From an optimization exercise on the open Yosys and OpenROAD flow, aimed at small area, a short achievable clock period and few clock cycles; shortcuts taken in it are not production practice.
Function was not checked in any run shown here: the RTL went through the layout flow alone.
Power is estimated from default activity; no workload was simulated.

==> design.v <==
package search_pkg;
  typedef logic [15:0] coord_t;
  typedef logic [15:0] vertex_id_t;
  typedef logic [39:0] dist_t;
  typedef logic [7:0] k_t;
  typedef logic [1:0] op_t;
  localparam op_t op_query = 2'd0;
  localparam op_t op_vertex = 2'd1;
  localparam op_t op_end = 2'd2;
endpackage
module sq_tree (
  input  logic [15:0] y,
  input  logic        neg,
  output logic [31:0] s,
  output logic [31:0] c
);
  logic pp_0_1;
  logic pp_0_2;
  logic pp_0_3;
  logic pp_0_4;
  logic pp_0_5;
  logic pp_0_6;
  logic pp_0_7;
  logic pp_0_8;
  logic pp_0_9;
  logic pp_0_10;
  logic pp_0_11;
  logic pp_0_12;
  logic pp_0_13;
  logic pp_0_14;
  logic pp_0_15;
  logic pp_1_2;
  logic pp_1_3;
  logic pp_1_4;
  logic pp_1_5;
  logic pp_1_6;
  logic pp_1_7;
  logic pp_1_8;
  logic pp_1_9;
  logic pp_1_10;
  logic pp_1_11;
  logic pp_1_12;
  logic pp_1_13;
  logic pp_1_14;
  logic pp_1_15;
  logic pp_2_3;
  logic pp_2_4;
  logic pp_2_5;
  logic pp_2_6;
  logic pp_2_7;
  logic pp_2_8;
  logic pp_2_9;
  logic pp_2_10;
  logic pp_2_11;
  logic pp_2_12;
  logic pp_2_13;
  logic pp_2_14;
  logic pp_2_15;
  logic pp_3_4;
  logic pp_3_5;
  logic pp_3_6;
  logic pp_3_7;
  logic pp_3_8;
  logic pp_3_9;
  logic pp_3_10;
  logic pp_3_11;
  logic pp_3_12;
  logic pp_3_13;
  logic pp_3_14;
  logic pp_3_15;
  logic pp_4_5;
  logic pp_4_6;
  logic pp_4_7;
  logic pp_4_8;
  logic pp_4_9;
  logic pp_4_10;
  logic pp_4_11;
  logic pp_4_12;
  logic pp_4_13;
  logic pp_4_14;
  logic pp_4_15;
  logic pp_5_6;
  logic pp_5_7;
  logic pp_5_8;
  logic pp_5_9;
  logic pp_5_10;
  logic pp_5_11;
  logic pp_5_12;
  logic pp_5_13;
  logic pp_5_14;
  logic pp_5_15;
  logic pp_6_7;
  logic pp_6_8;
  logic pp_6_9;
  logic pp_6_10;
  logic pp_6_11;
  logic pp_6_12;
  logic pp_6_13;
  logic pp_6_14;
  logic pp_6_15;
  logic pp_7_8;
  logic pp_7_9;
  logic pp_7_10;
  logic pp_7_11;
  logic pp_7_12;
  logic pp_7_13;
  logic pp_7_14;
  logic pp_7_15;
  logic pp_8_9;
  logic pp_8_10;
  logic pp_8_11;
  logic pp_8_12;
  logic pp_8_13;
  logic pp_8_14;
  logic pp_8_15;
  logic pp_9_10;
  logic pp_9_11;
  logic pp_9_12;
  logic pp_9_13;
  logic pp_9_14;
  logic pp_9_15;
  logic pp_10_11;
  logic pp_10_12;
  logic pp_10_13;
  logic pp_10_14;
  logic pp_10_15;
  logic pp_11_12;
  logic pp_11_13;
  logic pp_11_14;
  logic pp_11_15;
  logic pp_12_13;
  logic pp_12_14;
  logic pp_12_15;
  logic pp_13_14;
  logic pp_13_15;
  logic pp_14_15;
  logic ny_0;
  logic ny_1;
  logic ny_2;
  logic ny_3;
  logic ny_4;
  logic ny_5;
  logic ny_6;
  logic ny_7;
  logic ny_8;
  logic ny_9;
  logic ny_10;
  logic ny_11;
  logic ny_12;
  logic ny_13;
  logic ny_14;
  logic ny_15;
  logic hs0;
  logic hc0;
  logic hs1;
  logic hc1;
  logic hs2;
  logic hc2;
  logic fs3;
  logic fc3;
  logic hs4;
  logic hc4;
  logic fs5;
  logic fc5;
  logic hs6;
  logic hc6;
  logic fs7;
  logic fc7;
  logic fs8;
  logic fc8;
  logic hs9;
  logic hc9;
  logic fs10;
  logic fc10;
  logic fs11;
  logic fc11;
  logic hs12;
  logic hc12;
  logic fs13;
  logic fc13;
  logic fs14;
  logic fc14;
  logic fs15;
  logic fc15;
  logic fs16;
  logic fc16;
  logic fs17;
  logic fc17;
  logic hs18;
  logic hc18;
  logic fs19;
  logic fc19;
  logic fs20;
  logic fc20;
  logic hs21;
  logic hc21;
  logic fs22;
  logic fc22;
  logic hs23;
  logic hc23;
  logic fs24;
  logic fc24;
  logic hs25;
  logic hc25;
  logic hs26;
  logic hc26;
  logic hs27;
  logic hc27;
  logic hs28;
  logic hc28;
  logic hs29;
  logic hc29;
  logic fs30;
  logic fc30;
  logic hs31;
  logic hc31;
  logic fs32;
  logic fc32;
  logic hs33;
  logic hc33;
  logic fs34;
  logic fc34;
  logic fs35;
  logic fc35;
  logic fs36;
  logic fc36;
  logic fs37;
  logic fc37;
  logic fs38;
  logic fc38;
  logic fs39;
  logic fc39;
  logic fs40;
  logic fc40;
  logic fs41;
  logic fc41;
  logic fs42;
  logic fc42;
  logic fs43;
  logic fc43;
  logic fs44;
  logic fc44;
  logic fs45;
  logic fc45;
  logic fs46;
  logic fc46;
  logic fs47;
  logic fc47;
  logic fs48;
  logic fc48;
  logic fs49;
  logic fc49;
  logic fs50;
  logic fc50;
  logic fs51;
  logic fc51;
  logic fs52;
  logic fc52;
  logic fs53;
  logic fc53;
  logic fs54;
  logic fc54;
  logic fs55;
  logic fc55;
  logic fs56;
  logic fc56;
  logic fs57;
  logic fc57;
  logic fs58;
  logic fc58;
  logic fs59;
  logic fc59;
  logic fs60;
  logic fc60;
  logic hs61;
  logic hc61;
  logic fs62;
  logic fc62;
  logic hs63;
  logic hc63;
  logic hs64;
  logic hc64;
  logic hs65;
  logic hc65;
  logic hs66;
  logic hc66;
  logic hs67;
  logic hc67;
  logic fs68;
  logic fc68;
  logic fs69;
  logic fc69;
  logic fs70;
  logic fc70;
  logic fs71;
  logic fc71;
  logic fs72;
  logic fc72;
  logic fs73;
  logic fc73;
  logic fs74;
  logic fc74;
  logic fs75;
  logic fc75;
  logic fs76;
  logic fc76;
  logic fs77;
  logic fc77;
  logic fs78;
  logic fc78;
  logic fs79;
  logic fc79;
  logic fs80;
  logic fc80;
  logic fs81;
  logic fc81;
  logic fs82;
  logic fc82;
  logic fs83;
  logic fc83;
  logic fs84;
  logic fc84;
  logic fs85;
  logic fc85;
  logic fs86;
  logic fc86;
  logic fs87;
  logic fc87;
  logic fs88;
  logic fc88;
  logic hs89;
  logic hc89;
  logic hs90;
  logic hc90;
  logic hs91;
  logic hc91;
  logic hs92;
  logic hc92;
  logic fs93;
  logic fc93;
  logic fs94;
  logic fc94;
  logic fs95;
  logic fc95;
  logic fs96;
  logic fc96;
  logic fs97;
  logic fc97;
  logic fs98;
  logic fc98;
  logic fs99;
  logic fc99;
  logic fs100;
  logic fc100;
  logic fs101;
  logic fc101;
  logic fs102;
  logic fc102;
  logic fs103;
  logic fc103;
  logic fs104;
  logic fc104;
  logic fs105;
  logic fc105;
  logic fs106;
  logic fc106;
  logic fs107;
  logic fc107;
  logic fs108;
  logic fc108;
  logic fs109;
  logic fc109;
  logic fs110;
  logic fc110;
  logic fs111;
  logic fc111;
  logic fs112;
  logic fc112;
  logic fs113;
  logic fc113;
  logic fs114;
  logic fc114;
  logic fs115;
  logic fc115;
  logic fs116;
  logic fc116;
  logic fs117;
  logic fc117;
  logic hs118;
  logic hc118;
  logic hs119;
  logic hc119;
  assign pp_0_1 = y[0] & y[1];
  assign pp_0_2 = y[0] & y[2];
  assign pp_0_3 = y[0] & y[3];
  assign pp_0_4 = y[0] & y[4];
  assign pp_0_5 = y[0] & y[5];
  assign pp_0_6 = y[0] & y[6];
  assign pp_0_7 = y[0] & y[7];
  assign pp_0_8 = y[0] & y[8];
  assign pp_0_9 = y[0] & y[9];
  assign pp_0_10 = y[0] & y[10];
  assign pp_0_11 = y[0] & y[11];
  assign pp_0_12 = y[0] & y[12];
  assign pp_0_13 = y[0] & y[13];
  assign pp_0_14 = y[0] & y[14];
  assign pp_0_15 = y[0] & y[15];
  assign pp_1_2 = y[1] & y[2];
  assign pp_1_3 = y[1] & y[3];
  assign pp_1_4 = y[1] & y[4];
  assign pp_1_5 = y[1] & y[5];
  assign pp_1_6 = y[1] & y[6];
  assign pp_1_7 = y[1] & y[7];
  assign pp_1_8 = y[1] & y[8];
  assign pp_1_9 = y[1] & y[9];
  assign pp_1_10 = y[1] & y[10];
  assign pp_1_11 = y[1] & y[11];
  assign pp_1_12 = y[1] & y[12];
  assign pp_1_13 = y[1] & y[13];
  assign pp_1_14 = y[1] & y[14];
  assign pp_1_15 = y[1] & y[15];
  assign pp_2_3 = y[2] & y[3];
  assign pp_2_4 = y[2] & y[4];
  assign pp_2_5 = y[2] & y[5];
  assign pp_2_6 = y[2] & y[6];
  assign pp_2_7 = y[2] & y[7];
  assign pp_2_8 = y[2] & y[8];
  assign pp_2_9 = y[2] & y[9];
  assign pp_2_10 = y[2] & y[10];
  assign pp_2_11 = y[2] & y[11];
  assign pp_2_12 = y[2] & y[12];
  assign pp_2_13 = y[2] & y[13];
  assign pp_2_14 = y[2] & y[14];
  assign pp_2_15 = y[2] & y[15];
  assign pp_3_4 = y[3] & y[4];
  assign pp_3_5 = y[3] & y[5];
  assign pp_3_6 = y[3] & y[6];
  assign pp_3_7 = y[3] & y[7];
  assign pp_3_8 = y[3] & y[8];
  assign pp_3_9 = y[3] & y[9];
  assign pp_3_10 = y[3] & y[10];
  assign pp_3_11 = y[3] & y[11];
  assign pp_3_12 = y[3] & y[12];
  assign pp_3_13 = y[3] & y[13];
  assign pp_3_14 = y[3] & y[14];
  assign pp_3_15 = y[3] & y[15];
  assign pp_4_5 = y[4] & y[5];
  assign pp_4_6 = y[4] & y[6];
  assign pp_4_7 = y[4] & y[7];
  assign pp_4_8 = y[4] & y[8];
  assign pp_4_9 = y[4] & y[9];
  assign pp_4_10 = y[4] & y[10];
  assign pp_4_11 = y[4] & y[11];
  assign pp_4_12 = y[4] & y[12];
  assign pp_4_13 = y[4] & y[13];
  assign pp_4_14 = y[4] & y[14];
  assign pp_4_15 = y[4] & y[15];
  assign pp_5_6 = y[5] & y[6];
  assign pp_5_7 = y[5] & y[7];
  assign pp_5_8 = y[5] & y[8];
  assign pp_5_9 = y[5] & y[9];
  assign pp_5_10 = y[5] & y[10];
  assign pp_5_11 = y[5] & y[11];
  assign pp_5_12 = y[5] & y[12];
  assign pp_5_13 = y[5] & y[13];
  assign pp_5_14 = y[5] & y[14];
  assign pp_5_15 = y[5] & y[15];
  assign pp_6_7 = y[6] & y[7];
  assign pp_6_8 = y[6] & y[8];
  assign pp_6_9 = y[6] & y[9];
  assign pp_6_10 = y[6] & y[10];
  assign pp_6_11 = y[6] & y[11];
  assign pp_6_12 = y[6] & y[12];
  assign pp_6_13 = y[6] & y[13];
  assign pp_6_14 = y[6] & y[14];
  assign pp_6_15 = y[6] & y[15];
  assign pp_7_8 = y[7] & y[8];
  assign pp_7_9 = y[7] & y[9];
  assign pp_7_10 = y[7] & y[10];
  assign pp_7_11 = y[7] & y[11];
  assign pp_7_12 = y[7] & y[12];
  assign pp_7_13 = y[7] & y[13];
  assign pp_7_14 = y[7] & y[14];
  assign pp_7_15 = y[7] & y[15];
  assign pp_8_9 = y[8] & y[9];
  assign pp_8_10 = y[8] & y[10];
  assign pp_8_11 = y[8] & y[11];
  assign pp_8_12 = y[8] & y[12];
  assign pp_8_13 = y[8] & y[13];
  assign pp_8_14 = y[8] & y[14];
  assign pp_8_15 = y[8] & y[15];
  assign pp_9_10 = y[9] & y[10];
  assign pp_9_11 = y[9] & y[11];
  assign pp_9_12 = y[9] & y[12];
  assign pp_9_13 = y[9] & y[13];
  assign pp_9_14 = y[9] & y[14];
  assign pp_9_15 = y[9] & y[15];
  assign pp_10_11 = y[10] & y[11];
  assign pp_10_12 = y[10] & y[12];
  assign pp_10_13 = y[10] & y[13];
  assign pp_10_14 = y[10] & y[14];
  assign pp_10_15 = y[10] & y[15];
  assign pp_11_12 = y[11] & y[12];
  assign pp_11_13 = y[11] & y[13];
  assign pp_11_14 = y[11] & y[14];
  assign pp_11_15 = y[11] & y[15];
  assign pp_12_13 = y[12] & y[13];
  assign pp_12_14 = y[12] & y[14];
  assign pp_12_15 = y[12] & y[15];
  assign pp_13_14 = y[13] & y[14];
  assign pp_13_15 = y[13] & y[15];
  assign pp_14_15 = y[14] & y[15];
  assign ny_0 = y[0] & neg;
  assign ny_1 = y[1] & neg;
  assign ny_2 = y[2] & neg;
  assign ny_3 = y[3] & neg;
  assign ny_4 = y[4] & neg;
  assign ny_5 = y[5] & neg;
  assign ny_6 = y[6] & neg;
  assign ny_7 = y[7] & neg;
  assign ny_8 = y[8] & neg;
  assign ny_9 = y[9] & neg;
  assign ny_10 = y[10] & neg;
  assign ny_11 = y[11] & neg;
  assign ny_12 = y[12] & neg;
  assign ny_13 = y[13] & neg;
  assign ny_14 = y[14] & neg;
  assign ny_15 = y[15] & neg;
  assign hs0 = pp_0_15 ^ pp_1_14;
  assign hc0 = pp_0_15 & pp_1_14;
  assign hs1 = pp_0_9 ^ pp_1_8;
  assign hc1 = pp_0_9 & pp_1_8;
  assign hs2 = pp_0_10 ^ pp_1_9;
  assign hc2 = pp_0_10 & pp_1_9;
  assign fs3 = pp_0_11 ^ pp_1_10 ^ pp_2_9;
  assign fc3 = (pp_0_11 & pp_1_10) | (pp_0_11 & pp_2_9) | (pp_1_10 & pp_2_9);
  assign hs4 = pp_3_8 ^ pp_4_7;
  assign hc4 = pp_3_8 & pp_4_7;
  assign fs5 = pp_0_12 ^ pp_1_11 ^ pp_2_10;
  assign fc5 = (pp_0_12 & pp_1_11) | (pp_0_12 & pp_2_10) | (pp_1_11 & pp_2_10);
  assign hs6 = pp_3_9 ^ pp_4_8;
  assign hc6 = pp_3_9 & pp_4_8;
  assign fs7 = pp_0_13 ^ pp_1_12 ^ pp_2_11;
  assign fc7 = (pp_0_13 & pp_1_12) | (pp_0_13 & pp_2_11) | (pp_1_12 & pp_2_11);
  assign fs8 = pp_3_10 ^ pp_4_9 ^ pp_5_8;
  assign fc8 = (pp_3_10 & pp_4_9) | (pp_3_10 & pp_5_8) | (pp_4_9 & pp_5_8);
  assign hs9 = pp_6_7 ^ y[7];
  assign hc9 = pp_6_7 & y[7];
  assign fs10 = pp_0_14 ^ pp_1_13 ^ pp_2_12;
  assign fc10 = (pp_0_14 & pp_1_13) | (pp_0_14 & pp_2_12) | (pp_1_13 & pp_2_12);
  assign fs11 = pp_3_11 ^ pp_4_10 ^ pp_5_9;
  assign fc11 = (pp_3_11 & pp_4_10) | (pp_3_11 & pp_5_9) | (pp_4_10 & pp_5_9);
  assign hs12 = pp_6_8 ^ ny_14;
  assign hc12 = pp_6_8 & ny_14;
  assign fs13 = hs0 ^ pp_2_13 ^ pp_3_12;
  assign fc13 = (hs0 & pp_2_13) | (hs0 & pp_3_12) | (pp_2_13 & pp_3_12);
  assign fs14 = pp_4_11 ^ pp_5_10 ^ pp_6_9;
  assign fc14 = (pp_4_11 & pp_5_10) | (pp_4_11 & pp_6_9) | (pp_5_10 & pp_6_9);
  assign fs15 = pp_7_8 ^ y[8] ^ ny_15;
  assign fc15 = (pp_7_8 & y[8]) | (pp_7_8 & ny_15) | (y[8] & ny_15);
  assign fs16 = pp_1_15 ^ pp_2_14 ^ pp_3_13;
  assign fc16 = (pp_1_15 & pp_2_14) | (pp_1_15 & pp_3_13) | (pp_2_14 & pp_3_13);
  assign fs17 = pp_4_12 ^ pp_5_11 ^ pp_6_10;
  assign fc17 = (pp_4_12 & pp_5_11) | (pp_4_12 & pp_6_10) | (pp_5_11 & pp_6_10);
  assign hs18 = pp_7_9 ^ hc0;
  assign hc18 = pp_7_9 & hc0;
  assign fs19 = pp_2_15 ^ pp_3_14 ^ pp_4_13;
  assign fc19 = (pp_2_15 & pp_3_14) | (pp_2_15 & pp_4_13) | (pp_3_14 & pp_4_13);
  assign fs20 = pp_5_12 ^ pp_6_11 ^ pp_7_10;
  assign fc20 = (pp_5_12 & pp_6_11) | (pp_5_12 & pp_7_10) | (pp_6_11 & pp_7_10);
  assign hs21 = pp_8_9 ^ y[9];
  assign hc21 = pp_8_9 & y[9];
  assign fs22 = pp_3_15 ^ pp_4_14 ^ pp_5_13;
  assign fc22 = (pp_3_15 & pp_4_14) | (pp_3_15 & pp_5_13) | (pp_4_14 & pp_5_13);
  assign hs23 = pp_6_12 ^ pp_7_11;
  assign hc23 = pp_6_12 & pp_7_11;
  assign fs24 = pp_4_15 ^ pp_5_14 ^ pp_6_13;
  assign fc24 = (pp_4_15 & pp_5_14) | (pp_4_15 & pp_6_13) | (pp_5_14 & pp_6_13);
  assign hs25 = pp_7_12 ^ pp_8_11;
  assign hc25 = pp_7_12 & pp_8_11;
  assign hs26 = pp_5_15 ^ pp_6_14;
  assign hc26 = pp_5_15 & pp_6_14;
  assign hs27 = pp_6_15 ^ pp_7_14;
  assign hc27 = pp_6_15 & pp_7_14;
  assign hs28 = pp_0_5 ^ pp_1_4;
  assign hc28 = pp_0_5 & pp_1_4;
  assign hs29 = pp_0_6 ^ pp_1_5;
  assign hc29 = pp_0_6 & pp_1_5;
  assign fs30 = pp_0_7 ^ pp_1_6 ^ pp_2_5;
  assign fc30 = (pp_0_7 & pp_1_6) | (pp_0_7 & pp_2_5) | (pp_1_6 & pp_2_5);
  assign hs31 = pp_3_4 ^ y[4];
  assign hc31 = pp_3_4 & y[4];
  assign fs32 = pp_0_8 ^ pp_1_7 ^ pp_2_6;
  assign fc32 = (pp_0_8 & pp_1_7) | (pp_0_8 & pp_2_6) | (pp_1_7 & pp_2_6);
  assign hs33 = pp_3_5 ^ ny_8;
  assign hc33 = pp_3_5 & ny_8;
  assign fs34 = hs1 ^ pp_2_7 ^ pp_3_6;
  assign fc34 = (hs1 & pp_2_7) | (hs1 & pp_3_6) | (pp_2_7 & pp_3_6);
  assign fs35 = pp_4_5 ^ y[5] ^ ny_9;
  assign fc35 = (pp_4_5 & y[5]) | (pp_4_5 & ny_9) | (y[5] & ny_9);
  assign fs36 = hs2 ^ pp_2_8 ^ pp_3_7;
  assign fc36 = (hs2 & pp_2_8) | (hs2 & pp_3_7) | (pp_2_8 & pp_3_7);
  assign fs37 = pp_4_6 ^ ny_10 ^ hc1;
  assign fc37 = (pp_4_6 & ny_10) | (pp_4_6 & hc1) | (ny_10 & hc1);
  assign fs38 = fs3 ^ hs4 ^ pp_5_6;
  assign fc38 = (fs3 & hs4) | (fs3 & pp_5_6) | (hs4 & pp_5_6);
  assign fs39 = y[6] ^ ny_11 ^ hc2;
  assign fc39 = (y[6] & ny_11) | (y[6] & hc2) | (ny_11 & hc2);
  assign fs40 = fs5 ^ hs6 ^ pp_5_7;
  assign fc40 = (fs5 & hs6) | (fs5 & pp_5_7) | (hs6 & pp_5_7);
  assign fs41 = ny_12 ^ fc3 ^ hc4;
  assign fc41 = (ny_12 & fc3) | (ny_12 & hc4) | (fc3 & hc4);
  assign fs42 = fs7 ^ fs8 ^ hs9;
  assign fc42 = (fs7 & fs8) | (fs7 & hs9) | (fs8 & hs9);
  assign fs43 = ny_13 ^ fc5 ^ hc6;
  assign fc43 = (ny_13 & fc5) | (ny_13 & hc6) | (fc5 & hc6);
  assign fs44 = fs10 ^ fs11 ^ hs12;
  assign fc44 = (fs10 & fs11) | (fs10 & hs12) | (fs11 & hs12);
  assign fs45 = fc7 ^ fc8 ^ hc9;
  assign fc45 = (fc7 & fc8) | (fc7 & hc9) | (fc8 & hc9);
  assign fs46 = fs13 ^ fs14 ^ fs15;
  assign fc46 = (fs13 & fs14) | (fs13 & fs15) | (fs14 & fs15);
  assign fs47 = fc10 ^ fc11 ^ hc12;
  assign fc47 = (fc10 & fc11) | (fc10 & hc12) | (fc11 & hc12);
  assign fs48 = fs16 ^ fs17 ^ hs18;
  assign fc48 = (fs16 & fs17) | (fs16 & hs18) | (fs17 & hs18);
  assign fs49 = fc13 ^ fc14 ^ fc15;
  assign fc49 = (fc13 & fc14) | (fc13 & fc15) | (fc14 & fc15);
  assign fs50 = fs19 ^ fs20 ^ hs21;
  assign fc50 = (fs19 & fs20) | (fs19 & hs21) | (fs20 & hs21);
  assign fs51 = fc16 ^ fc17 ^ hc18;
  assign fc51 = (fc16 & fc17) | (fc16 & hc18) | (fc17 & hc18);
  assign fs52 = fs22 ^ hs23 ^ pp_8_10;
  assign fc52 = (fs22 & hs23) | (fs22 & pp_8_10) | (hs23 & pp_8_10);
  assign fs53 = fc19 ^ fc20 ^ hc21;
  assign fc53 = (fc19 & fc20) | (fc19 & hc21) | (fc20 & hc21);
  assign fs54 = fs24 ^ hs25 ^ pp_9_10;
  assign fc54 = (fs24 & hs25) | (fs24 & pp_9_10) | (hs25 & pp_9_10);
  assign fs55 = y[10] ^ fc22 ^ hc23;
  assign fc55 = (y[10] & fc22) | (y[10] & hc23) | (fc22 & hc23);
  assign fs56 = hs26 ^ pp_7_13 ^ pp_8_12;
  assign fc56 = (hs26 & pp_7_13) | (hs26 & pp_8_12) | (pp_7_13 & pp_8_12);
  assign fs57 = pp_9_11 ^ fc24 ^ hc25;
  assign fc57 = (pp_9_11 & fc24) | (pp_9_11 & hc25) | (fc24 & hc25);
  assign fs58 = hs27 ^ pp_8_13 ^ pp_9_12;
  assign fc58 = (hs27 & pp_8_13) | (hs27 & pp_9_12) | (pp_8_13 & pp_9_12);
  assign fs59 = pp_10_11 ^ y[11] ^ hc26;
  assign fc59 = (pp_10_11 & y[11]) | (pp_10_11 & hc26) | (y[11] & hc26);
  assign fs60 = pp_7_15 ^ pp_8_14 ^ pp_9_13;
  assign fc60 = (pp_7_15 & pp_8_14) | (pp_7_15 & pp_9_13) | (pp_8_14 & pp_9_13);
  assign hs61 = pp_10_12 ^ hc27;
  assign hc61 = pp_10_12 & hc27;
  assign fs62 = pp_8_15 ^ pp_9_14 ^ pp_10_13;
  assign fc62 = (pp_8_15 & pp_9_14) | (pp_8_15 & pp_10_13) | (pp_9_14 & pp_10_13);
  assign hs63 = pp_11_12 ^ y[12];
  assign hc63 = pp_11_12 & y[12];
  assign hs64 = pp_9_15 ^ pp_10_14;
  assign hc64 = pp_9_15 & pp_10_14;
  assign hs65 = pp_10_15 ^ pp_11_14;
  assign hc65 = pp_10_15 & pp_11_14;
  assign hs66 = pp_0_3 ^ pp_1_2;
  assign hc66 = pp_0_3 & pp_1_2;
  assign hs67 = pp_0_4 ^ pp_1_3;
  assign hc67 = pp_0_4 & pp_1_3;
  assign fs68 = hs28 ^ pp_2_3 ^ y[3];
  assign fc68 = (hs28 & pp_2_3) | (hs28 & y[3]) | (pp_2_3 & y[3]);
  assign fs69 = hs29 ^ pp_2_4 ^ ny_6;
  assign fc69 = (hs29 & pp_2_4) | (hs29 & ny_6) | (pp_2_4 & ny_6);
  assign fs70 = fs30 ^ hs31 ^ ny_7;
  assign fc70 = (fs30 & hs31) | (fs30 & ny_7) | (hs31 & ny_7);
  assign fs71 = fs32 ^ hs33 ^ fc30;
  assign fc71 = (fs32 & hs33) | (fs32 & fc30) | (hs33 & fc30);
  assign fs72 = fs34 ^ fs35 ^ fc32;
  assign fc72 = (fs34 & fs35) | (fs34 & fc32) | (fs35 & fc32);
  assign fs73 = fs36 ^ fs37 ^ fc34;
  assign fc73 = (fs36 & fs37) | (fs36 & fc34) | (fs37 & fc34);
  assign fs74 = fs38 ^ fs39 ^ fc36;
  assign fc74 = (fs38 & fs39) | (fs38 & fc36) | (fs39 & fc36);
  assign fs75 = fs40 ^ fs41 ^ fc38;
  assign fc75 = (fs40 & fs41) | (fs40 & fc38) | (fs41 & fc38);
  assign fs76 = fs42 ^ fs43 ^ fc40;
  assign fc76 = (fs42 & fs43) | (fs42 & fc40) | (fs43 & fc40);
  assign fs77 = fs44 ^ fs45 ^ fc42;
  assign fc77 = (fs44 & fs45) | (fs44 & fc42) | (fs45 & fc42);
  assign fs78 = fs46 ^ fs47 ^ fc44;
  assign fc78 = (fs46 & fs47) | (fs46 & fc44) | (fs47 & fc44);
  assign fs79 = fs48 ^ fs49 ^ fc46;
  assign fc79 = (fs48 & fs49) | (fs48 & fc46) | (fs49 & fc46);
  assign fs80 = fs50 ^ fs51 ^ fc48;
  assign fc80 = (fs50 & fs51) | (fs50 & fc48) | (fs51 & fc48);
  assign fs81 = fs52 ^ fs53 ^ fc50;
  assign fc81 = (fs52 & fs53) | (fs52 & fc50) | (fs53 & fc50);
  assign fs82 = fs54 ^ fs55 ^ fc52;
  assign fc82 = (fs54 & fs55) | (fs54 & fc52) | (fs55 & fc52);
  assign fs83 = fs56 ^ fs57 ^ fc54;
  assign fc83 = (fs56 & fs57) | (fs56 & fc54) | (fs57 & fc54);
  assign fs84 = fs58 ^ fs59 ^ fc56;
  assign fc84 = (fs58 & fs59) | (fs58 & fc56) | (fs59 & fc56);
  assign fs85 = fs60 ^ hs61 ^ fc58;
  assign fc85 = (fs60 & hs61) | (fs60 & fc58) | (hs61 & fc58);
  assign fs86 = fs62 ^ hs63 ^ fc60;
  assign fc86 = (fs62 & hs63) | (fs62 & fc60) | (hs63 & fc60);
  assign fs87 = hs64 ^ pp_11_13 ^ fc62;
  assign fc87 = (hs64 & pp_11_13) | (hs64 & fc62) | (pp_11_13 & fc62);
  assign fs88 = hs65 ^ pp_12_13 ^ y[13];
  assign fc88 = (hs65 & pp_12_13) | (hs65 & y[13]) | (pp_12_13 & y[13]);
  assign hs89 = pp_11_15 ^ pp_12_14;
  assign hc89 = pp_11_15 & pp_12_14;
  assign hs90 = pp_12_15 ^ pp_13_14;
  assign hc90 = pp_12_15 & pp_13_14;
  assign hs91 = pp_0_1 ^ y[1];
  assign hc91 = pp_0_1 & y[1];
  assign hs92 = pp_0_2 ^ ny_2;
  assign hc92 = pp_0_2 & ny_2;
  assign fs93 = hs66 ^ y[2] ^ ny_3;
  assign fc93 = (hs66 & y[2]) | (hs66 & ny_3) | (y[2] & ny_3);
  assign fs94 = hs67 ^ ny_4 ^ hc66;
  assign fc94 = (hs67 & ny_4) | (hs67 & hc66) | (ny_4 & hc66);
  assign fs95 = fs68 ^ ny_5 ^ hc67;
  assign fc95 = (fs68 & ny_5) | (fs68 & hc67) | (ny_5 & hc67);
  assign fs96 = fs69 ^ hc28 ^ fc68;
  assign fc96 = (fs69 & hc28) | (fs69 & fc68) | (hc28 & fc68);
  assign fs97 = fs70 ^ hc29 ^ fc69;
  assign fc97 = (fs70 & hc29) | (fs70 & fc69) | (hc29 & fc69);
  assign fs98 = fs71 ^ hc31 ^ fc70;
  assign fc98 = (fs71 & hc31) | (fs71 & fc70) | (hc31 & fc70);
  assign fs99 = fs72 ^ hc33 ^ fc71;
  assign fc99 = (fs72 & hc33) | (fs72 & fc71) | (hc33 & fc71);
  assign fs100 = fs73 ^ fc35 ^ fc72;
  assign fc100 = (fs73 & fc35) | (fs73 & fc72) | (fc35 & fc72);
  assign fs101 = fs74 ^ fc37 ^ fc73;
  assign fc101 = (fs74 & fc37) | (fs74 & fc73) | (fc37 & fc73);
  assign fs102 = fs75 ^ fc39 ^ fc74;
  assign fc102 = (fs75 & fc39) | (fs75 & fc74) | (fc39 & fc74);
  assign fs103 = fs76 ^ fc41 ^ fc75;
  assign fc103 = (fs76 & fc41) | (fs76 & fc75) | (fc41 & fc75);
  assign fs104 = fs77 ^ fc43 ^ fc76;
  assign fc104 = (fs77 & fc43) | (fs77 & fc76) | (fc43 & fc76);
  assign fs105 = fs78 ^ fc45 ^ fc77;
  assign fc105 = (fs78 & fc45) | (fs78 & fc77) | (fc45 & fc77);
  assign fs106 = fs79 ^ fc47 ^ fc78;
  assign fc106 = (fs79 & fc47) | (fs79 & fc78) | (fc47 & fc78);
  assign fs107 = fs80 ^ fc49 ^ fc79;
  assign fc107 = (fs80 & fc49) | (fs80 & fc79) | (fc49 & fc79);
  assign fs108 = fs81 ^ fc51 ^ fc80;
  assign fc108 = (fs81 & fc51) | (fs81 & fc80) | (fc51 & fc80);
  assign fs109 = fs82 ^ fc53 ^ fc81;
  assign fc109 = (fs82 & fc53) | (fs82 & fc81) | (fc53 & fc81);
  assign fs110 = fs83 ^ fc55 ^ fc82;
  assign fc110 = (fs83 & fc55) | (fs83 & fc82) | (fc55 & fc82);
  assign fs111 = fs84 ^ fc57 ^ fc83;
  assign fc111 = (fs84 & fc57) | (fs84 & fc83) | (fc57 & fc83);
  assign fs112 = fs85 ^ fc59 ^ fc84;
  assign fc112 = (fs85 & fc59) | (fs85 & fc84) | (fc59 & fc84);
  assign fs113 = fs86 ^ hc61 ^ fc85;
  assign fc113 = (fs86 & hc61) | (fs86 & fc85) | (hc61 & fc85);
  assign fs114 = fs87 ^ hc63 ^ fc86;
  assign fc114 = (fs87 & hc63) | (fs87 & fc86) | (hc63 & fc86);
  assign fs115 = fs88 ^ hc64 ^ fc87;
  assign fc115 = (fs88 & hc64) | (fs88 & fc87) | (hc64 & fc87);
  assign fs116 = hs89 ^ hc65 ^ fc88;
  assign fc116 = (hs89 & hc65) | (hs89 & fc88) | (hc65 & fc88);
  assign fs117 = hs90 ^ y[14] ^ hc89;
  assign fc117 = (hs90 & y[14]) | (hs90 & hc89) | (y[14] & hc89);
  assign hs118 = pp_13_15 ^ hc90;
  assign hc118 = pp_13_15 & hc90;
  assign hs119 = pp_14_15 ^ y[15];
  assign hc119 = pp_14_15 & y[15];
  assign s = {hc119, hs119, hs118, fs117, fs116, fs115, fs114, fs113, fs112, fs111, fs110, fs109, fs108, fs107, fs106, fs105, fs104, fs103, fs102, fs101, fs100, fs99, fs98, fs97, fs96, fs95, fs94, fs93, hs92, hs91, ny_0, y[0]};
  assign c = {1'b0, hc118, fc117, fc116, fc115, fc114, fc113, fc112, fc111, fc110, fc109, fc108, fc107, fc106, fc105, fc104, fc103, fc102, fc101, fc100, fc99, fc98, fc97, fc96, fc95, fc94, fc93, hc92, hc91, ny_1, 1'b0, neg};
endmodule
`timescale 1ns/1ps
module search_top
#(
  parameter int DIM = 4,
  parameter int PQ_LENGTH = 5,
  parameter int IN_DEPTH = 4,
  parameter int OUT_CREDITS = 2
) (
  input  logic                   clk_100mhz,
  input  logic                   sys_rst,
  input  logic                   in_valid,
  input  logic [1:0]             in_op,
  input  logic [$clog2(DIM)-1:0] in_index,
  input  logic [15:0]            in_data,
  input  logic [15:0]            in_id,
  output logic                   in_credit,
  output logic                   res_valid,
  output logic [15:0]            res_id,
  output logic [39:0]            res_dist,
  output logic                   res_last,
  input  logic                   out_credit
);
  localparam int DW = 35;    
  localparam int NQ = PQ_LENGTH;
  logic in_q, in_c, in_e;
  assign in_q = in_valid && (in_op == 2'd0);
  assign in_c = in_valid && (in_op == 2'd1);
  assign in_e = in_valid && (in_op == 2'd2);
  logic       busy;       
  logic       cq;         
  logic [2:0] owed;       
  logic [3:0] nfree;      
  logic       withhold;
  logic       credit_d;
  logic       r_e, d_e, s_e, pe, drain_on;
  logic [2:0] owed_inc, owed_dec;
  logic [3:0] nfree_inc;
  logic       nfree_full;
  assign owed_inc   = owed + 3'd1;
  assign owed_dec   = owed - 3'd1;
  assign nfree_inc  = nfree + 4'd1;
  assign nfree_full = (nfree > 4'd3 + 4'(owed));
  assign busy     = r_e || d_e || s_e || pe || drain_on;
  assign withhold = busy && nfree_full && (in_c || in_e);
  assign credit_d = (in_valid && !withhold) || (!busy && (owed != 3'd0));
  always_ff @(posedge clk_100mhz) begin
    if (sys_rst) begin
      in_credit <= 1'b0;
      owed      <= 3'd0;
      nfree     <= 4'd0;
      cq        <= 1'b0;
    end else begin
      in_credit <= credit_d;
      if (in_valid && withhold) begin
        owed <= owed_inc;
      end else if (!in_valid && !busy && owed != 3'd0) begin
        owed <= owed_dec;
      end
      if (!busy) begin
        nfree <= 4'd0;
      end else if (in_c || in_e) begin
        nfree <= nfree_inc;
      end
      if (in_e) begin
        cq <= 1'b0;
      end else if (in_c && in_index == 2'(DIM - 1)) begin
        cq <= 1'b1;
      end
    end
  end
  logic [15:0] cand_id;
  always_ff @(posedge clk_100mhz) begin
    if (in_c && in_index == 2'(DIM - 1)) begin
      cand_id <= in_id;
    end
  end
  logic        r_q, r_c;
  logic [1:0]  r_idx;
  logic [15:0] r_data;
  always_ff @(posedge clk_100mhz) begin
    if (sys_rst) begin
      r_q <= 1'b0;
      r_c <= 1'b0;
      r_e <= 1'b0;
    end else begin
      r_q <= in_q;
      r_c <= in_c;
      r_e <= in_e && cq;
    end
    r_idx  <= in_index;
    r_data <= in_data;
  end
  logic [15:0] qry [DIM];
  always_ff @(posedge clk_100mhz) begin
    if (r_q) begin
      qry[r_idx] <= r_data;
    end
  end
  logic        d_c, d_first, d_last;
  logic [15:0] d_y;       
  logic        d_neg;     
  logic [16:0] sub;
  logic [15:0] qsel;
  logic [2:0]  k_clamp;
  assign qsel = qry[r_idx];
  assign sub  = {1'b0, r_data} - {1'b0, qsel};
  always_comb begin
    if (r_data[7:0] == 8'd0) begin
      k_clamp = 3'd1;
    end else if (r_data[7:0] > 8'(PQ_LENGTH)) begin
      k_clamp = 3'(PQ_LENGTH);
    end else begin
      k_clamp = r_data[2:0];
    end
  end
  always_ff @(posedge clk_100mhz) begin
    if (sys_rst) begin
      d_c <= 1'b0;
      d_e <= 1'b0;
    end else begin
      d_c <= r_c;
      d_e <= r_e;
    end
    d_first <= (r_idx == 2'd0);
    d_last  <= (r_idx == 2'(DIM - 1));
    d_y     <= (sub[15:0] ^ {16{sub[16]}}) & {16{r_c}};
    d_neg   <= sub[16] && r_c;
  end
  logic [31:0] sq_s, sq_c;
  logic [31:0] s_s, s_cy;
  logic        s_c, s_first, s_last;
  sq_tree sq0 (
    .y(d_y),
    .neg(d_neg),
    .s(sq_s),
    .c(sq_c)
  );
  always_ff @(posedge clk_100mhz) begin
    if (sys_rst) begin
      s_c <= 1'b0;
      s_e <= 1'b0;
    end else begin
      s_c <= d_c;
      s_e <= d_e;
    end
    s_first <= d_first;
    s_last  <= d_last;
    s_s     <= sq_s;
    s_cy    <= sq_c;
  end
  logic [DW-1:0] acc;
  logic          a_done;    
  logic          take;      
  logic [DW-1:0] acc_in, csa_x, csa_y;
  assign acc_in = (s_c && s_first) ? DW'(0) : acc;
  assign csa_x  = acc_in ^ DW'(s_s) ^ DW'(s_cy);
  assign csa_y  = ((acc_in & DW'(s_s)) | (acc_in & DW'(s_cy)) | (DW'(s_s) & DW'(s_cy))) << 1;
  always_ff @(posedge clk_100mhz) begin
    acc <= csa_x + csa_y;
  end
  always_ff @(posedge clk_100mhz) begin
    if (sys_rst) begin
      a_done <= 1'b0;
    end else begin
      a_done <= (s_c && s_last) || (a_done && !take);
    end
  end
  logic [DW-1:0] n_d;
  logic [15:0]   n_id;
  logic          n_valid;
  logic [1:0]    n_ph;      
  logic          n_c2, n_r1, n_r2;    
  logic [2:0]    pe_k;      
  logic          start;     
  logic [2:0]    n_p;       
  logic          ins;
  logic          step;
  logic          beat;
  logic          last_beat;
  logic [DW-1:0] q_d  [NQ];
  logic [15:0]   q_id [NQ];
  logic [2:0]    q_rk [NQ];
  logic [2:0]    q_cnt;
  logic [2:0]    sel_rk;    
  logic [NQ-1:0] sel_hit;
  logic [DW-1:0] sel_d;
  logic [15:0]   sel_id;
  logic          r_le;
  logic [2:0]    dr_j;      
  logic [2:0]    dr_j1;     
  logic [2:0]    n_plo;     
  logic          n_drop;    
  assign take = a_done && (!n_valid || ins) && !pe;
  always_comb begin
    case (n_ph)
      2'd0:    n_plo = 3'd0;
      2'd1:    n_plo = n_c2 ? 3'd3 : 3'd0;
      2'd2:    n_plo = {n_c2, n_r1} == 2'b11 ? 3'd4 : {n_c2, n_r1} == 2'b10 ? 3'd3 :
                       {n_c2, n_r1} == 2'b01 ? 3'd2 : 3'd0;
      default: n_plo = n_p;
    endcase
  end
  logic n_pr;      
  logic n_far;     
  logic n_probe;
  assign n_probe = n_valid && pe && !n_pr && (n_ph == 2'd0) && !drain_on;
  assign n_drop = n_valid && ((n_plo >= pe_k) || n_far);
  assign step = n_valid && (n_ph != 2'd3) && !drain_on && !n_probe;
  assign ins  = n_valid && (n_ph == 2'd3) && !drain_on;
  always_comb begin
    if (drain_on) begin
      sel_rk = dr_j1;
    end else begin
      case (n_ph)
        2'd0:    sel_rk = n_probe ? 3'd4 : 3'd2;
        2'd1:    sel_rk = n_c2 ? 3'd3 : 3'd1;
        default: sel_rk = n_c2 ? 3'd4 : 3'd0;
      endcase
    end
    sel_d  = '0;
    sel_id = '0;
    for (int i = 0; i < NQ; i++) begin
      sel_hit[i] = (q_rk[i] == sel_rk);
      sel_d  = sel_d  | (q_d[i]  & {DW{sel_hit[i]}});
      sel_id = sel_id | (q_id[i] & {16{sel_hit[i]}});
    end
    r_le = (sel_rk < q_cnt) && (sel_d <= n_d);
    case ({n_c2, n_r1})
      2'b00:   n_p = n_r2 ? 3'd1 : 3'd0;
      2'b01:   n_p = 3'd2;
      2'b10:   n_p = 3'd3;
      default: n_p = n_r2 ? 3'd5 : 3'd4;
    endcase
  end
  always_ff @(posedge clk_100mhz) begin
    if (take) begin
      n_d  <= acc;
      n_id <= cand_id;
    end
  end
  always_ff @(posedge clk_100mhz) begin
    if (sys_rst) begin
      n_valid <= 1'b0;
      n_ph    <= 2'd0;
      n_c2    <= 1'b0;
      n_r1    <= 1'b0;
      n_r2    <= 1'b0;
      n_pr    <= 1'b0;
      n_far   <= 1'b0;
    end else begin
      if (take) begin
        n_pr  <= 1'b0;
        n_far <= 1'b0;
      end else if (n_probe) begin
        n_pr  <= 1'b1;
        n_far <= r_le;
      end
      n_valid <= take || (n_valid && !ins && !(start && n_drop));
      if (take || ins || last_beat) begin
        n_ph <= 2'd0;
      end else if (step) begin
        n_ph <= n_ph + 2'd1;
      end
      if (step && n_ph == 2'd0) begin
        n_c2 <= r_le;
      end
      if (step && n_ph == 2'd1) begin
        n_r1 <= r_le;
      end
      if (step && n_ph == 2'd2) begin
        n_r2 <= r_le;
      end
    end
  end
  logic [2:0]    top_rk;    
  logic [NQ-1:0] wr;
  logic          ins_take;
  assign top_rk   = (q_cnt == 3'(NQ)) ? 3'(NQ - 1) : q_cnt;
  assign ins_take = ins && (n_p != 3'(NQ));
  always_comb begin
    for (int i = 0; i < NQ; i++) begin
      wr[i] = ins_take && (q_rk[i] == top_rk);
    end
  end
  always_ff @(posedge clk_100mhz) begin
    for (int i = 0; i < NQ; i++) begin
      if (wr[i]) begin
        q_d[i]  <= n_d;
        q_id[i] <= n_id;
      end
    end
  end
  always_ff @(posedge clk_100mhz) begin
    if (sys_rst) begin
      for (int i = 0; i < NQ; i++) begin
        q_rk[i] <= 3'(i);
      end
      q_cnt <= 3'd0;
    end else begin
      if (last_beat) begin
        q_cnt <= 3'd0;
      end else if (ins_take && q_cnt != 3'(NQ)) begin
        q_cnt <= q_cnt + 3'd1;
      end
      if (ins_take) begin
        for (int i = 0; i < NQ; i++) begin
          if (wr[i]) begin
            q_rk[i] <= n_p;
          end else if (q_rk[i] >= n_p && q_rk[i] < top_rk) begin
            q_rk[i] <= q_rk[i] + 3'd1;
          end
        end
      end
    end
  end
  logic [DW-1:0] h_d;
  logic [15:0]   h_id;
  always_ff @(posedge clk_100mhz) begin
    if (beat) begin
      h_d  <= sel_d;
      h_id <= sel_id;
    end else if (ins_take && n_p == 3'd0) begin
      h_d  <= n_d;
      h_id <= n_id;
    end
  end
  logic [2:0] dr_left;    
  logic [1:0] cred;       
  logic [2:0] dr_nxt;
  logic [1:0] cred_nxt;
  assign beat      = res_valid;
  assign last_beat = res_valid && res_last;
  assign start     = pe && !drain_on && (!n_valid || ins || n_drop);
  always_ff @(posedge clk_100mhz) begin
    if (sys_rst) begin
      pe <= 1'b0;
    end else begin
      pe <= s_e || (pe && !start);
    end
    if (r_e) begin
      pe_k <= k_clamp;
    end
  end
  always_comb begin
    cred_nxt = cred - 2'(beat) + 2'(out_credit);
    dr_nxt   = dr_left;
    if (last_beat) begin
      dr_nxt = 3'd0;
    end else if (beat) begin
      dr_nxt = dr_left - 3'd1;
    end else if (start) begin
      dr_nxt = pe_k;
    end
  end
  logic [2:0] j_nxt;
  logic [2:0] cnt_nxt;
  always_comb begin
    j_nxt = dr_j;
    if (last_beat) begin
      j_nxt = 3'd0;
    end else if (beat) begin
      j_nxt = dr_j + 3'd1;
    end
    cnt_nxt = q_cnt;
    if (last_beat) begin
      cnt_nxt = 3'd0;
    end else if (ins_take && q_cnt != 3'(NQ)) begin
      cnt_nxt = q_cnt + 3'd1;
    end
  end
  always_ff @(posedge clk_100mhz) begin
    if (sys_rst) begin
      dr_j  <= 3'd0;
      dr_j1 <= 3'd1;
    end else begin
      dr_j  <= j_nxt;
      dr_j1 <= j_nxt + 3'd1;
    end
  end
  always_ff @(posedge clk_100mhz) begin
    if (sys_rst) begin
      dr_left   <= 3'd0;
      drain_on  <= 1'b0;
      cred      <= 2'(OUT_CREDITS);
      res_valid <= 1'b0;
    end else begin
      dr_left   <= dr_nxt;
      drain_on  <= (dr_nxt != 3'd0);
      cred      <= cred_nxt;
      res_valid <= (dr_nxt != 3'd0) && (cred_nxt != 2'd0);
    end
    res_last <= (dr_nxt == 3'd1) || (j_nxt + 3'd1 >= cnt_nxt);
  end
  assign res_id   = h_id;
  assign res_dist = {5'd0, h_d};
endmodule
==> flow/run.sh <==
#!/bin/bash
# Standard layout, with repair_timing aiming for extra setup slack and plain
# buffers on the ports.
set -euo pipefail
bash standard.sh SETUP_SLACK_MARGIN=10 "BUFFER_PORTS_ARGS=-buffer_cell sky130_fd_sc_hd__buf_2" finish > standard.log 2>&1
==> standard.sh <==
#!/bin/bash
# synth_recipe.tcl (not shown) runs the flow's synth.tcl, then flattens the netlist and writes it again
# the make line also repeats each setting of config.mk as NAME=value (left out here)
make -C /OpenROAD-flow-scripts/flow DESIGN_CONFIG=/design/flow/config.mk WORK_HOME=/design/flow/orfs CLKGATE_MAP_FILE= SYNTH_SCRIPT=/design/flow/synth_recipe.tcl "${@:-finish}"
==> config.mk <==
export PLATFORM = sky130hd
export DESIGN_NAME = search_top
export DESIGN_NICKNAME = search_top
export VERILOG_FILES = /design/flow/design.v
export SDC_FILE = /design/flow/constraint.sdc
export NUM_CORES = 4
export LEC_CHECK = 0
export CAP_MARGIN = 20
export CORE_MARGIN = 2
export CORE_UTILIZATION = 60
export CTS_CLUSTER_DIAMETER = 150
export CTS_CLUSTER_SIZE = 25
export SLEW_MARGIN = 20
==> constraint.sdc <==
create_clock -name core_clock -period 14.0 [get_ports {clk_100mhz}]
set_input_delay 2.8000 -clock core_clock [delete_from_list [all_inputs] [get_ports {clk_100mhz}]]
set_output_delay 2.8000 -clock core_clock [all_outputs]
set_load 0.01 [all_outputs]
==> results.rst, run 1 <==
.. list-table::
   :header-rows: 1

   * - Metric
     - Value
   * - Top Ports
     - 99
   * - Number of buffers added by the clock tree synthesis step
     - 29
   * - Maximum Capacitance Violations
     - 0
   * - Category of the most critical setup path
     - flip-flop to flip-flop
   * - Setup repair after global routing missed its margin
     - yes
   * - Nets
     - 2720
   * - Maximum number of pins on one net before global-route repair
     - 55
   * - Arithmetic-cell share of the synthesized area counting full adders, half adders and majority gates
     - 0.1532
   * - CP max FO
     - 7
   * - Fin crit share
     - 0.3099
   * - Clk sinks
     - 634
   * - Iter 0 DRT Violations
     - 1279
   * - Maximum root-to-sink buffer count
     - 3
   * - Total half-perimeter wirelength after legalization and detailed placement
     - 38.29 mm
   * - Number of failing setup endpoints in the final timing report
     - 0
   * - Standard cell core area
     - 49050 um2
   * - Max-Slew Margin vs Limit
     - 0.3035
   * - Clock input transition at the sequential cells of the worst setup and hold paths
     - 0.10 ns
   * - Sort of element at the end of the critical path
     - flip-flop
   * - Die outline area
     - 51550 um2
   * - Leading cell types in the layout, fill and taps excluded
     - sky130_fd_sc_hd__edfxtp_1 (440), sky130_fd_sc_hd__dfxtp_1 (187), sky130_fd_sc_hd__inv_1 (182), sky130_fd_sc_hd__ha_1 (170), sky130_fd_sc_hd__and2_1 (159)
   * - Leading cell types by total area after synthesis
     - sky130_fd_sc_hd__edfxtp_1 (44%), sky130_fd_sc_hd__dfxtp_1 (13%), sky130_fd_sc_hd__fa_1 (8.0%)
   * - Insertion delay of the later-clocked pin in the worst-skew pair
     - 0.63 ns
   * - Proportion of register bits with asynchronous set or reset after synthesis
     - 0
   * - Transition time at the pin with the least slew margin
     - 1.044 ns
   * - Crit path arrival time
     - 4.90 ns
   * - Distinct cell type count of the synthesized netlist
     - 76
   * - Post-Place Cell Area
     - 31010 um2
   * - Count of input and output buffers
     - 93
   * - Synthesis-stage register bit count
     - 634
   * - Sequential-to-total area share from yosys stat
     - 0.5727
   * - Cell type with the largest total area after synthesis
     - sky130_fd_sc_hd__edfxtp_1
   * - Maximum clock frequency
     - 230.5 MHz
   * - Outcome
     - finished clean
   * - Starting density of the core
     - 0.6085
   * - Cell area after layout
     - 32560 um2
   * - Max-slew violation count
     - 0
   * - Top_reg_cell synth
     - sky130_fd_sc_hd__edfxtp_1
   * - Share of post-route cells with drive strength above 1
     - 0.1117
   * - Number of vias per cell
     - 5.791
   * - Pre-antenna DRT Iters
     - 6
   * - IR Drop Worst-Case VDD
     - 146.7 uV
   * - Synthesized-area fraction occupied by and/or/nand/nor cells
     - 0.1002
   * - Number of instances in the synthesized netlist
     - 2282
   * - Vias in the first global route
     - 17.88k
   * - Core Rows
     - 81
   * - DRC errors left
     - 0
   * - Wire length reported by the detailed router
     - 61.08 mm
   * - Synthesis warning total
     - 4
   * - Tot GR Track Use
     - 0.2402
   * - Critical Path Source Type
     - flip-flop
   * - Final critical path time including I/O delays and setup
     - 4.338 ns
   * - Average instance area after synthesis
     - 13.08 um2
   * - Area share of the largest cell type after synthesis
     - 0.4426
   * - Post-route setup TNS
     - 0 ns
   * - Worst endpoint required time
     - 14.56 ns
   * - Number of antenna violations at the first check in global routing
     - 0
   * - Path class of the lowest-slack min-delay path
     - flip-flop to flip-flop
   * - Antenna Cells
     - 0
   * - Hold Fails Final Rpt
     - 0
   * - Root buf cell
     - sky130_fd_sc_hd__clkbuf_16
   * - Max H-tree Level
     - 1
   * - Die Height
     - 227.0 um
   * - Layout overhead on the synthesized area
     - 9.062%
   * - Horizontal die dimension
     - 227.0 um
   * - Largest family of logic cells by synthesized area
     - adder cells
   * - Power density relative to cell area
     - 144.2 nW/um2
   * - Fraction of synthesized cell area in xor and xnor cells
     - 0.02704
   * - Average wire length per cell after detail routing
     - 19.88 um
   * - Routability congestion estimate
     - 0.8503
   * - Most common cell after layout, fill and taps aside
     - sky130_fd_sc_hd__edfxtp_1
   * - Number of enable flip-flop cells after synthesis
     - 440
   * - Multiplexer area fraction after synthesis
     - 0.01731
   * - Static leakage
     - 12.96 nW
   * - Worst setup skew after layout
     - 0.03173 ns
   * - Via count
     - 17.80k
   * - Mapped Area
     - 29850 um2
   * - Wire length of the first global-routing pass
     - 96.41 mm
   * - Area fraction in compound gates after synthesis
     - 0.09284
   * - CTS tree
     - done
   * - GR Overflow Total
     - 0
   * - Hold buffers post-CTS
     - 0
   * - Antenna violation net count after detailed routing
     - 0
critical path: stages (launching register included):
cell and delay, ns:
sky130_fd_sc_hd__dfxtp_2 0.35, sky130_fd_sc_hd__inv_2 0.05, sky130_fd_sc_hd__ha_4 0.15, sky130_fd_sc_hd__and3b_2 0.21, sky130_fd_sc_hd__a221o_1 0.35, sky130_fd_sc_hd__o21ai_4 0.15
sky130_fd_sc_hd__xnor2_2 0.18, sky130_fd_sc_hd__nor3_4 0.10, sky130_fd_sc_hd__buf_12 0.16, sky130_fd_sc_hd__buf_16 0.14, sky130_fd_sc_hd__a222oi_1 0.40, sky130_fd_sc_hd__nand2_1 0.16
sky130_fd_sc_hd__ha_4 0.29, sky130_fd_sc_hd__nand4_1 0.10, sky130_fd_sc_hd__nor2_1 0.14, sky130_fd_sc_hd__nand2_1 0.11, sky130_fd_sc_hd__nor4_4 0.32, sky130_fd_sc_hd__o2bb2ai_2 0.14
sky130_fd_sc_hd__a21oi_2 0.08, sky130_fd_sc_hd__or4b_1 0.54, sky130_fd_sc_hd__o21ai_1 0.14
layer usage:
metal / wire, um / global-route usage
met2: 29910 / 0.4181
met3: 3152 / 0.02478
met1: 26700 / 0.3268
met5: 0 / 0
met4: 1319 / 0.05882
registers in the layout, indices dropped and copies added (netlist names), 3 cells and up:
signal   flops
acc         35
cand_id     16
d_y         16
dr_j         3
dr_j1        3
dr_left      3
h_d         35
h_id        16
n_d         35
n_id        16
nfree        4
owed         3
pe_k         3
q_cnt        3
q_d        175
q_id        80
q_rk        15
qry         64
r_data      16
s_cy        30
s_s         32
Yosys cell counts (34+ instances only):
cell,number
sky130_fd_sc_hd__nand2_1,118
sky130_fd_sc_hd__a222oi_1,51
sky130_fd_sc_hd__xnor2_1,68
sky130_fd_sc_hd__a31oi_1,37
sky130_fd_sc_hd__o21ai_0,48
sky130_fd_sc_hd__clkbuf_1,45
sky130_fd_sc_hd__inv_1,189
sky130_fd_sc_hd__ha_1,175
sky130_fd_sc_hd__edfxtp_1,440
sky130_fd_sc_hd__fa_1,119
sky130_fd_sc_hd__a21oi_1,89
sky130_fd_sc_hd__and2_1,159
sky130_fd_sc_hd__nor2_1,125
sky130_fd_sc_hd__dfxtp_1,194
sky130_fd_sc_hd__a22oi_1,34
worst paths after layout:
check / cells past startpoint / slack [ns] / from / end
setup / recovery: 20 / 9.66 / n_ph[0]$_SDFFE_PP0P_ / n_far$_SDFFE_PP0P_
hold / removal: 0 / 0.33 / d_last$_DFF_P_ / s_last$_DFF_P_
setup reg to reg: 20 / 9.66 / n_ph[0]$_SDFFE_PP0P_ / n_far$_SDFFE_PP0P_
hold reg to reg: 0 / 0.33 / d_last$_DFF_P_ / s_last$_DFF_P_
metrics by stage:
step	total power [W]	setup slack (ns)	utilization	std cells	hold WS [ns]
2_1_floorplan	0.003245	9.881	-	2286	0.3096
3_3_place_gp	0.003589	9.326	0.6322	2980	0.3123
3_5_place_dp	0.003627	9.187	0.6322	2980	0.3121
4_1_cts	0.004690	9.751	0.6593	3061	0.3354
5_1_grt	0.004958	9.463	0.6637	3073	0.3466
6_report	0.004695	9.662	0.6637	3073	0.3345
report_power, final:
| part | total [W] | internal, W | switching (W) |
|---|---|---|---|
| clock | 0.000952 | 0.000399 | 0.000554 |
| combinational | 0.00154 | 0.000640 | 0.000898 |
| sequential | 0.00220 | 0.00214 | 0.0000674 |
cell families after synthesis:
logic type	Yosys count
DFF	634
muxes	31
other	1
AOI/OAI and AO/OA	393
buffers and inverters	271
xor gates and xnor gates	89
adders and majority gates	294
and+or+nand+nor	569
timing repair:
action | CTS | global route
gates cloned | 4 | 0
setup endpoints to repair | 35 | 28
setup buffers | 23 | 12
pin swaps | 33 | 17
gates resized for setup | 44 | 24
hold endpoints to repair | 0 | 0
cell type report:
class,count,area (um2)
flip-flops and latches,634,17110
fillers,3703,16500
multi-input cells,1381,11930
repair buffers,151,1134
well taps,664,830.8
clock buffers,52,812.0
inverters,189,709.4
clock inverters,2,25.02
==> run 2, diff against run 1 <==
--- a/design.v
+++ b/design.v
@@ -971,21 +971,22 @@
       default: n_plo = n_p;
     endcase
   end
-  logic n_pr;      
-  logic n_far;     
-  logic n_probe;
-  assign n_probe = n_valid && pe && !n_pr && (n_ph == 2'd0) && !drain_on;
-  assign n_drop = n_valid && ((n_plo >= pe_k) || n_far);
-  assign step = n_valid && (n_ph != 2'd3) && !drain_on && !n_probe;
+  assign n_drop = n_valid && (n_plo >= pe_k);
+  logic n_gone;
+  assign n_gone = n_drop && pe && !drain_on && !ins;
+  assign step = n_valid && (n_ph != 2'd3) && !drain_on;
   assign ins  = n_valid && (n_ph == 2'd3) && !drain_on;
   always_comb begin
     if (drain_on) begin
-      sel_rk = dr_j1;
+      sel_rk = beat ? dr_j1 : dr_j;
+    end else if (!n_valid) begin
+      sel_rk = 3'd0;
     end else begin
       case (n_ph)
-        2'd0:    sel_rk = n_probe ? 3'd4 : 3'd2;
+        2'd0:    sel_rk = 3'd2;
         2'd1:    sel_rk = n_c2 ? 3'd3 : 3'd1;
-        default: sel_rk = n_c2 ? 3'd4 : 3'd0;
+        2'd2:    sel_rk = n_c2 ? 3'd4 : 3'd0;
+        default: sel_rk = 3'd0;
       endcase
     end
     sel_d  = '0;
@@ -1016,17 +1017,8 @@
       n_c2    <= 1'b0;
       n_r1    <= 1'b0;
       n_r2    <= 1'b0;
-      n_pr    <= 1'b0;
-      n_far   <= 1'b0;
     end else begin
-      if (take) begin
-        n_pr  <= 1'b0;
-        n_far <= 1'b0;
-      end else if (n_probe) begin
-        n_pr  <= 1'b1;
-        n_far <= r_le;
-      end
-      n_valid <= take || (n_valid && !ins && !(start && n_drop));
+      n_valid <= take || (n_valid && !ins && !n_gone);
       if (take || ins || last_beat) begin
         n_ph <= 2'd0;
       end else if (step) begin
@@ -1087,12 +1079,12 @@
   logic [DW-1:0] h_d;
   logic [15:0]   h_id;
   always_ff @(posedge clk_100mhz) begin
-    if (beat) begin
-      h_d  <= sel_d;
-      h_id <= sel_id;
-    end else if (ins_take && n_p == 3'd0) begin
+    if (ins_take && n_p == 3'd0) begin
       h_d  <= n_d;
       h_id <= n_id;
+    end else begin
+      h_d  <= sel_d;
+      h_id <= sel_id;
     end
   end
   logic [2:0] dr_left;    
@@ -1101,7 +1093,7 @@
   logic [1:0] cred_nxt;
   assign beat      = res_valid;
   assign last_beat = res_valid && res_last;
-  assign start     = pe && !drain_on && (!n_valid || ins || n_drop);
+  assign start     = pe && !drain_on && (!n_valid || ins);
   always_ff @(posedge clk_100mhz) begin
     if (sys_rst) begin
       pe <= 1'b0;
==> results.rst, run 2 <==
.. list-table::
   :header-rows: 1

   * - Metric
     - Value
   * - Outcome
     - finished clean
   * - Path class of the lowest-slack min-delay path
     - flip-flop to flip-flop
   * - Leading cell types in the layout, fill and taps excluded
     - sky130_fd_sc_hd__edfxtp_1 (389), sky130_fd_sc_hd__dfxtp_1 (233), sky130_fd_sc_hd__inv_1 (176), sky130_fd_sc_hd__ha_1 (168), sky130_fd_sc_hd__and2_1 (163)
   * - Vias in the first global route
     - 17.46k
   * - Largest registers
     - q_d (175), q_id (80), qry (64)
   * - Wire length reported by the detailed router
     - 59.49 mm
   * - Average wire length per cell after detail routing
     - 19.69 um
   * - Final Power
     - 0.003464 W
   * - Proportion of register bits with asynchronous set or reset after synthesis
     - 0
   * - Cell type with the largest total area after synthesis
     - sky130_fd_sc_hd__edfxtp_1
   * - Horizontal die dimension
     - 225.1 um
   * - Count of input and output buffers
     - 93
   * - Cell with the most instances after synthesis
     - sky130_fd_sc_hd__edfxtp_1
   * - Wire length of the first global-routing pass
     - 94.03 mm
   * - DRC errors left
     - 0
   * - Maximum root-to-sink buffer count
     - 3
   * - Crit path arrival time
     - 4.63 ns
   * - Max-Slew Margin vs Limit
     - 0.2798
   * - Number of vias per cell
     - 5.755
   * - Worst setup skew after layout
     - 0.03453 ns
   * - Final critical path time including I/O delays and setup
     - 4.061 ns
   * - Average instance area after synthesis
     - 12.86 um2
   * - Category of the most critical setup path
     - flip-flop to flip-flop
   * - Max-slew violation count
     - 0
   * - Layout fillers
     - 3685
   * - Hold Fails Final Rpt
     - 0
   * - Fin crit share
     - 0.2900
   * - Number of buffers added by the clock tree synthesis step
     - 29
   * - Most common cell after layout, fill and taps aside
     - sky130_fd_sc_hd__edfxtp_1
   * - Transition time at the pin with the least slew margin
     - 1.080 ns
   * - Iter 0 DRT Violations
     - 1185
   * - Routability congestion estimate
     - 0.8664
   * - Mapped Area
     - 29340 um2
   * - Static leakage
     - 12.85 nW
   * - Worst slack at placement
     - 8.782 ns
   * - Synthesis warning total
     - 4
   * - Sort of element at the end of the critical path
     - flip-flop
   * - Tot GR Track Use
     - 0.2359
   * - Nets
     - 2710
   * - Share of post-route cells with drive strength above 1
     - 0.1134
   * - Commonest cells in the netlist
     - sky130_fd_sc_hd__edfxtp_1 (389), sky130_fd_sc_hd__dfxtp_1 (243), sky130_fd_sc_hd__inv_1 (181)
   * - Clk sinks
     - 632
   * - Number of flip-flops in the largest register
     - 175
   * - Critical Path Source Type
     - flip-flop
   * - Antenna violation net count after detailed routing
     - 0
   * - Layout overhead on the synthesized area
     - 9.599%
   * - Power density relative to cell area
     - 107.7 nW/um2
   * - Insertion delay of the later-clocked pin in the worst-skew pair
     - 0.63 ns
   * - Synthesis-stage register bit count
     - 632
   * - Sequential-to-total area share from yosys stat
     - 0.5639
   * - Top Ports
     - 99
   * - Die Height
     - 225.1 um
   * - Starting density of the core
     - 0.6031
   * - Maximum number of pins on one net before global-route repair
     - 103
   * - Area share of the largest cell type after synthesis
     - 0.3981
   * - Maximum clock frequency
     - 246.3 MHz
   * - Leading cell types by total area after synthesis
     - sky130_fd_sc_hd__edfxtp_1 (40%), sky130_fd_sc_hd__dfxtp_1 (17%), sky130_fd_sc_hd__fa_1 (8.1%)
   * - IR Drop Worst-Case VDD
     - 112.2 uV
   * - CTS tree
     - done
   * - Number of antenna violations at the first check in global routing
     - 0
   * - Max H-tree Level
     - 1
   * - Post-route setup TNS
     - 0 ns
   * - Core Rows
     - 81
   * - CP max FO
     - 15
   * - GR Overflow Total
     - 0
   * - Top_reg_cell synth
     - sky130_fd_sc_hd__edfxtp_1
   * - Antenna Cells
     - 0
   * - Via count
     - 17.39k
   * - Worst endpoint required time
     - 14.57 ns
   * - Final setup slack of the worst path
     - 9.939 ns
   * - Setup repair after global routing missed its margin
     - yes
   * - Clock input transition at the sequential cells of the worst setup and hold paths
     - 0.09 ns
   * - Root buf cell
     - sky130_fd_sc_hd__clkbuf_16
   * - Number of enable flip-flop cells after synthesis
     - 389
   * - Distinct cell type count of the synthesized netlist
     - 75
   * - Number of instances in the synthesized netlist
     - 2282
   * - Maximum Capacitance Violations
     - 0
   * - Pre-antenna DRT Iters
     - 7
   * - Largest reg by FF count
     - q_d
   * - Die outline area
     - 50680 um2
   * - Number of failing setup endpoints in the final timing report
     - 0
   * - Total half-perimeter wirelength after legalization and detailed placement
     - 37.90 mm
   * - Standard cell core area
     - 48650 um2
-- run 2: cell types whose count changed after synthesis, moves of 6 or more --
cell | before | now
sky130_fd_sc_hd__nand2b_1 | 29 | 21
sky130_fd_sc_hd__a221oi_1 | 17 | 1
sky130_fd_sc_hd__dfxtp_1 | 194 | 243
sky130_fd_sc_hd__xor2_1 | 19 | 28
sky130_fd_sc_hd__nand2_1 | 118 | 148
sky130_fd_sc_hd__inv_1 | 189 | 181
sky130_fd_sc_hd__nor2_1 | 125 | 113
sky130_fd_sc_hd__a22oi_1 | 34 | 50
sky130_fd_sc_hd__a31oi_1 | 37 | 57
sky130_fd_sc_hd__a211oi_1 | 20 | 14
sky130_fd_sc_hd__a21oi_1 | 89 | 69
sky130_fd_sc_hd__edfxtp_1 | 440 | 389
-- run 2: layout make-up --
type                    count  area [um2]  share of cell area
flip-flops and latches    632       16570              0.5153
inverters                 181       679.4             0.02113
well taps                 622       778.2             0.02420
clock inverters             2       40.04            0.001245
multi-input cells        1387       12090              0.3759
repair buffers            145        1191             0.03704
clock buffers              52       812.0             0.02525
-- run 2: cells by family (layout without fill, tap and decap cells) --
logic type / count (synthesis) / count (layout) / share of synthesized area
multiplexers: 35 / 35 / 0.01902
adder cells (fa/ha/maj): 294 / 294 / 0.1558
buffers and inverters: 267 / 380 / 0.03761
AND/OR/NAND/NOR: 565 / 565 / 0.09936
other: 1 / 5 / 0.0001278
flip-flops: 632 / 632 / 0.5639
AO/OA/AOI/OAI: 394 / 394 / 0.09531
XOR/XNOR: 94 / 94 / 0.02879
-- run 2: through the flow --
stage / utilization / hold slack (ns) / cells / area (um2)
floorplan: - / 0.3096 / 2286 / 29380
global placement: 0.6249 / 0.3147 / 2935 / 30400
detailed placement: 0.6249 / 0.3128 / 2935 / 30400
CTS: 0.6557 / 0.3362 / 3009 / 31900
global route: 0.6610 / 0.3450 / 3021 / 32160
finish: 0.6610 / 0.3360 / 3021 / 32160
-- run 2: path summary, 6_finish.rpt --
kind,startpoint,end,slack (ns),depth (start not counted)
max,n_ph[0]$_SDFFE_PP0P_,n_r1$_SDFFE_PP0P_,9.94,21
min,d_first$_DFF_P_,s_first$_DFF_P_,0.34,0
max reg2reg,n_ph[0]$_SDFFE_PP0P_,n_r1$_SDFFE_PP0P_,9.94,21
min reg2reg,d_first$_DFF_P_,s_first$_DFF_P_,0.34,0
-- run 2: critical path, cell delays in order, from the launching register on --
cell and delay, ns:
sky130_fd_sc_hd__dfxtp_4 0.38, sky130_fd_sc_hd__ha_4 0.16, sky130_fd_sc_hd__nand2b_4 0.16, sky130_fd_sc_hd__nor2_4 0.13
sky130_fd_sc_hd__a32oi_4 0.13, sky130_fd_sc_hd__buf_12 0.17, sky130_fd_sc_hd__buf_6 0.12, sky130_fd_sc_hd__xnor2_4 0.12
sky130_fd_sc_hd__nor3_4 0.25, sky130_fd_sc_hd__buf_12 0.17, sky130_fd_sc_hd__bufbuf_16 0.30, sky130_fd_sc_hd__a22oi_2 0.09
sky130_fd_sc_hd__nand2_1 0.11, sky130_fd_sc_hd__ha_4 0.20, sky130_fd_sc_hd__nor2b_1 0.12, sky130_fd_sc_hd__o21a_1 0.15
sky130_fd_sc_hd__o21ai_0 0.15, sky130_fd_sc_hd__nand2_1 0.07, sky130_fd_sc_hd__o31ai_1 0.19, sky130_fd_sc_hd__nand2_1 0.12
sky130_fd_sc_hd__o41ai_4 0.48, sky130_fd_sc_hd__a32o_1 0.20
-- run 2: power by group --
part           switching [W]  internal (W)  total, W
Sequential         0.0000453       0.00204   0.00208
Combinational       0.000233      0.000189  0.000422
Clock               0.000557      0.000402  0.000959
Total               0.000835       0.00263   0.00346
-- run 2: timing repair --
action,CTS,global route
hold buffers,0,0
cloned,5,4
pin swaps,21,11
endpoints found under the setup margin,20,29
buffers inserted,15,7
resized for setup,75,15
-- run 2: per-layer routing --
layer  track usage  wire, um  part of all wire  up-vias
met2        0.4112     29100              0.49      398
met3       0.02125      2398             0.040       80
li1              -         -                 -     8297
met1        0.3257     26780              0.45     8612
met4       0.04871      1211             0.020        0
met5             0         0                 0        -

[port drivers added, routing unchanged]
No port has a modelled driver above. Below, the same layouts with a new extraction and two added sets of constraints. Step 1 sets driving cells, clkbuf_16 on the clock port and buf_2 on the other inputs (assumed; they add their load-dependent delay and slew). Step 2 also shifts input and output timing later by t, the mid clock arrival at the registers, as if the neighbouring blocks saw the same clock. a / b / c = no drivers / after step 1 / after step 2; a / b = the first two.
| run | t, ns | slack for setup (ns) | slew at the worst register clock pin (ns) |
|---|---|---|---|
| run 1 | 0.663 | 9.662 / 9.662 / 9.574 | 0.11 / 0.11 |
| run 2 | 0.663 | 9.939 / 9.939 / 9.484 | 0.10 / 0.10 |
After both steps every run listed still meets setup and hold. The setup slack of run 2, which loses most, moves by 0.000 ns with the drivers and by -0.455 ns with both steps.
